Background: an optimization exercise with open tools, aiming at small area. Do not read the settings as production practice.
Where RTL was checked, it was by simulation tests only, not by an equivalence proof against the original.
No activity file was given, so power comes from the tool's default toggle rates.

Setup of MS:
==> flow/design.v (excerpt) <==
module regfile_sb #(
  parameter int XLEN     = 32,
  parameter int NREGS    = 32,
  parameter int NRD      = 2,
  parameter int ZERO_REG = 1,
  parameter int BYPASS   = 1,
  parameter int AW       = $clog2(NREGS)
) (
  input  logic                 clk_i,
  input  logic                 reset_i,
  input  logic                 wen_i,
  input  logic [AW-1:0]        rd_idx_i,
  input  logic [XLEN-1:0]      rd_data_i,
  input  logic                 reserve_i,
  input  logic [AW-1:0]        reserve_idx_i,
  input  logic                 flush_i,
  input  logic [NRD*AW-1:0]    rs_idx_i,
  output logic [NRD*XLEN-1:0]  rs_data_o,
  output logic [NRD-1:0]       rs_busy_o,
  output logic [NREGS-1:0]     busy_o
);
For scale: about 1100 flip-flops, roughly 160 I/O pins, about 0.042 mm2 of cells after synthesis.
==> module regfile_sb, before the edit <==
module regfile_sb #(
  parameter int XLEN     = 32,
  parameter int NREGS    = 32,
  parameter int NRD      = 2,
  parameter int ZERO_REG = 1,
  parameter int BYPASS   = 1,
  parameter int AW       = $clog2(NREGS)
) (
  input  logic                 clk_i,
  input  logic                 reset_i,
  input  logic                 wen_i,
  input  logic [AW-1:0]        rd_idx_i,
  input  logic [XLEN-1:0]      rd_data_i,
  input  logic                 reserve_i,
  input  logic [AW-1:0]        reserve_idx_i,
  input  logic                 flush_i,
  input  logic [NRD*AW-1:0]    rs_idx_i,
  output logic [NRD*XLEN-1:0]  rs_data_o,
  output logic [NRD-1:0]       rs_busy_o,
  output logic [NREGS-1:0]     busy_o
);
  logic [XLEN-1:0]  data_r [1:NREGS-1];
  logic [NREGS-1:1] valid_r;
  logic [NREGS-1:1] busy_r;
  logic [NREGS-1:1] wdec_s;
  logic [NREGS-1:1] rdec_s;
  logic [NREGS-1:1] valid_d_s;
  logic [NREGS-1:1] busy_d_s;
  logic [3:0] wlo_s, rlo_n_s;
  logic [7:0] whi_s, rhi_n_s;
  logic [NREGS-1:1] wdec_n_s;
  logic [NREGS-1:1] bz_s;
  always_comb begin
    for (int a = 0; a < 4; a++) begin
      wlo_s[a]   = (rd_idx_i[1:0] == 2'(a));
      rlo_n_s[a] = !(reserve_idx_i[1:0] == 2'(a));
    end
    for (int b = 0; b < 8; b++) begin
      whi_s[b]   = wen_i && (rd_idx_i[4:2] == 3'(b));
      rhi_n_s[b] = !(reserve_i && (reserve_idx_i[4:2] == 3'(b)));
    end
  end
  for (genvar i = 1; i < NREGS; i++) begin : g_wr
    regfile_sb_nand2 u_wdn  (.a_i({wlo_s[i%4], whi_s[i/4]}),     .y_o(wdec_n_s[i]));
    regfile_sb_inv   u_wd   (.a_i(wdec_n_s[i]),                   .y_o(wdec_s[i]));
    regfile_sb_nor2  u_rdec (.a_i({rlo_n_s[i%4], rhi_n_s[i/4]}), .y_o(rdec_s[i]));
    regfile_sb_or2   u_vnxt (.a_i({valid_r[i], wdec_s[i]}),       .y_o(valid_d_s[i]));
    regfile_sb_aoi21 u_bz   (.a_i({busy_r[i], wdec_n_s[i]}), .b_i(rdec_s[i]), .y_o(bz_s[i]));
    regfile_sb_nor2  u_bnxt (.a_i({flush_i, bz_s[i]}),                        .y_o(busy_d_s[i]));
  end
  always_ff @(posedge clk_i) begin
    for (int i = 1; i < NREGS; i++) begin
      if (wdec_s[i]) data_r[i] <= rd_data_i;
    end
  end
  always_ff @(posedge clk_i or negedge reset_i) begin
    if (!reset_i) begin
      valid_r <= '0;
      busy_r  <= '0;
    end else begin
      valid_r <= valid_d_s;
      busy_r  <= busy_d_s;
    end
  end
  for (genvar k = 0; k < NRD; k++) begin : g_rd
    logic [AW-1:0]    idx_s;
    logic             byp_s;
    logic             bsel_s;
    logic [3:0]       lo_s;
    logic [7:0]       hi_s;
    logic [NREGS-1:1] sel_s;
    assign idx_s  = rs_idx_i[k*AW +: AW];
    assign byp_s  = wen_i && (rd_idx_i == idx_s) && (idx_s != '0);
    assign bsel_s = reset_i && byp_s;
    always_comb begin
      for (int a = 0; a < 4; a++)
        lo_s[a] = (idx_s[1:0] == 2'(a));
      for (int b = 0; b < 8; b++)
        hi_s[b] = reset_i && !byp_s && (idx_s[4:2] == 3'(b));
    end
    logic [NREGS-1:1] sel_n_s;
    for (genvar i = 1; i < NREGS; i++) begin : g_sel
      regfile_sb_nand3 u_seln (.a_i({lo_s[i%4], hi_s[i/4], valid_r[i]}), .y_o(sel_n_s[i]));
      regfile_sb_inv   u_sel  (.a_i(sel_n_s[i]),                          .y_o(sel_s[i]));
    end
    for (genvar b = 0; b < XLEN; b++) begin : g_bit
      logic [NREGS-1:0] col_s;
      for (genvar i = 1; i < NREGS; i++) begin : g_col
        assign col_s[i] = data_r[i][b];
      end
      assign col_s[0] = rd_data_i[b];
      regfile_sb_aor32 u_mux (
        .sel_i ({sel_s, bsel_s}),
        .dat_i (col_s),
        .y_o   (rs_data_o[k*XLEN + b])
      );
    end
    logic [NREGS-1:0] bv_s;
    logic [7:0]       grp_s;
    assign bv_s = {busy_r, 1'b0};
    for (genvar b = 0; b < 8; b++) begin : g_bgrp
      regfile_sb_aor4 u_g (.sel_i(lo_s), .dat_i(bv_s[4*b +: 4]), .y_o(grp_s[b]));
    end
    regfile_sb_aor8 u_bsy (.sel_i(hi_s), .dat_i(grp_s), .y_o(rs_busy_o[k]));
  end
  assign busy_o = {busy_r, 1'b0};
endmodule
==> module regfile_sb_nand3, before the edit <==
module regfile_sb_nand3 (
  input  logic [2:0] a_i,
  output logic       y_o
);
  assign y_o = !(&a_i);
endmodule
==> flow/config.mk <==
export PLATFORM = sky130hd
export DESIGN_NAME = regfile_sb
export DESIGN_NICKNAME = regfile_sb
export VERILOG_FILES = /design/flow/design.v
export SDC_FILE = /design/flow/constraint.sdc
export NUM_CORES = 4
export LEC_CHECK = 0
export CAP_MARGIN = 20
export CORE_MARGIN = 2
export CORE_UTILIZATION = 50
export CTS_BUF_LIST = sky130_fd_sc_hd__clkbuf_8
export CTS_CLUSTER_DIAMETER = 100
export CTS_CLUSTER_SIZE = 16
export SLEW_MARGIN = 20
export SYNTH_HIERARCHICAL = 1
export SYNTH_MINIMUM_KEEP_SIZE = 0
==> flow/constraint.sdc <==
create_clock -name core_clock -period 8.0 [get_ports {clk_i}]
set_input_delay 1.6000 -clock core_clock [delete_from_list [all_inputs] [get_ports {clk_i}]]
set_output_delay 1.6000 -clock core_clock [all_outputs]
set_load 0.01 [all_outputs]
standard.sh (not shown) runs the stock make flow with config.mk's settings and CLKGATE_MAP_FILE= SYNTH_SCRIPT=/design/flow/synth_recipe.tcl, a recipe that flattens the netlist after the stock synthesis.
==> flow/flow/run.sh <==
#!/bin/bash
set -o pipefail
eval "$(sed -n 's/^export \(CTS_BUF_LIST\|CTS_CLUSTER_SIZE\|CTS_CLUSTER_DIAMETER\) *= *\(.*\)$/\1="\2"/p' config.mk)"
grep -E "CTS_|MARGIN|UTIL" config.mk > cts_settings.log 2>&1
export BUFFER_PORTS_ARGS="-buffer_cell sky130_fd_sc_hd__buf_1"
export CTS_ARGS="-sink_clustering_enable -repair_clock_nets -dont_use_dummy_load -buf_list {${CTS_BUF_LIST}} -sink_clustering_size ${CTS_CLUSTER_SIZE} -sink_clustering_max_diameter ${CTS_CLUSTER_DIAMETER}"
echo "CTS_ARGS=$CTS_ARGS" >> cts_settings.log
bash standard.sh > standard_flow.log 2>&1
Inputs modified between MS and JK:
--- a/flow/design.v
+++ b/flow/design.v
@@ -78,10 +78,8 @@
       for (int b = 0; b < 8; b++)
         hi_s[b] = reset_i && !byp_s && (idx_s[4:2] == 3'(b));
     end
-    logic [NREGS-1:1] sel_n_s;
     for (genvar i = 1; i < NREGS; i++) begin : g_sel
-      regfile_sb_nand3 u_seln (.a_i({lo_s[i%4], hi_s[i/4], valid_r[i]}), .y_o(sel_n_s[i]));
-      regfile_sb_inv   u_sel  (.a_i(sel_n_s[i]),                          .y_o(sel_s[i]));
+      regfile_sb_and3 u_sel (.a_i({lo_s[i%4], hi_s[i/4], valid_r[i]}), .y_o(sel_s[i]));
     end
     for (genvar b = 0; b < XLEN; b++) begin : g_bit
       logic [NREGS-1:0] col_s;
@@ -185,6 +183,12 @@
 );
   assign y_o = |a_i;
 endmodule
+module regfile_sb_and3 (
+  input  logic [2:0] a_i,
+  output logic       y_o
+);
+  assign y_o = &a_i;
+endmodule
 module regfile_sb_inv (
   input  logic a_i,
   output logic y_o
@@ -198,9 +202,3 @@
 );
   assign y_o = !((a_i[0] && a_i[1]) || b_i);
 endmodule
-module regfile_sb_nand3 (
-  input  logic [2:0] a_i,
-  output logic       y_o
-);
-  assign y_o = !(&a_i);
-endmodule
### Flow results
Clock-cell share of area: JK vs MS, no meaningful difference. From MS to JK the numbers moved as follows: sequential fraction of total cell area has increased; flip-flop and latch count has remained practically unchanged. Count of placed standard cells including taps for JK: about 4% down relative to MS. Density: JK sparser than MS. Final non-filler cell area: higher on MS. JK ends up with a initial antenna violation count that is 6 higher than in MS. As of JK, full die area had fallen slightly compared to MS. From MS to JK the numbers moved as follows: worst setup slack down 0.038 ns, first-pass GRT wire length down 8.2%, total design power flat, compound-gate portion of the synthesized area flat, total stage count of the critical path flat.
Function not checked in MS: the RTL went through the layout flow alone.

-- re-timing with driven ports --
Ports are ideal in the flow. The routed layouts listed here were re-timed in OpenROAD.
Step 1 assumes that a clkbuf_16 drives the clock port and a buf_2 every other input.
Step 2 adds t to the input delays and takes it off the output delays; t is the mean of the earliest and latest rising clock arrival at the registers after step 1. Input paths then give back, and output paths get back, about the clock's delay inside the block.
Slacks: ideal ports / drivers / drivers and shift; pairs: ideal ports / drivers.
run | t (ns) | slack for setup (ns) | worst setup path after step 2 | slew at the worst register clock pin (ns)
MS | 0.767 | 1.102 / 1.081 / 1.081 | input to output | 0.12 / 0.12
JK | 0.768 | 1.064 / 1.042 / 1.042 | input to output | 0.11 / 0.11
After both steps setup and hold are still met in every run listed. For JK, which loses most, drivers alone change the setup slack by -0.022 ns; drivers and shift together by -0.022 ns.
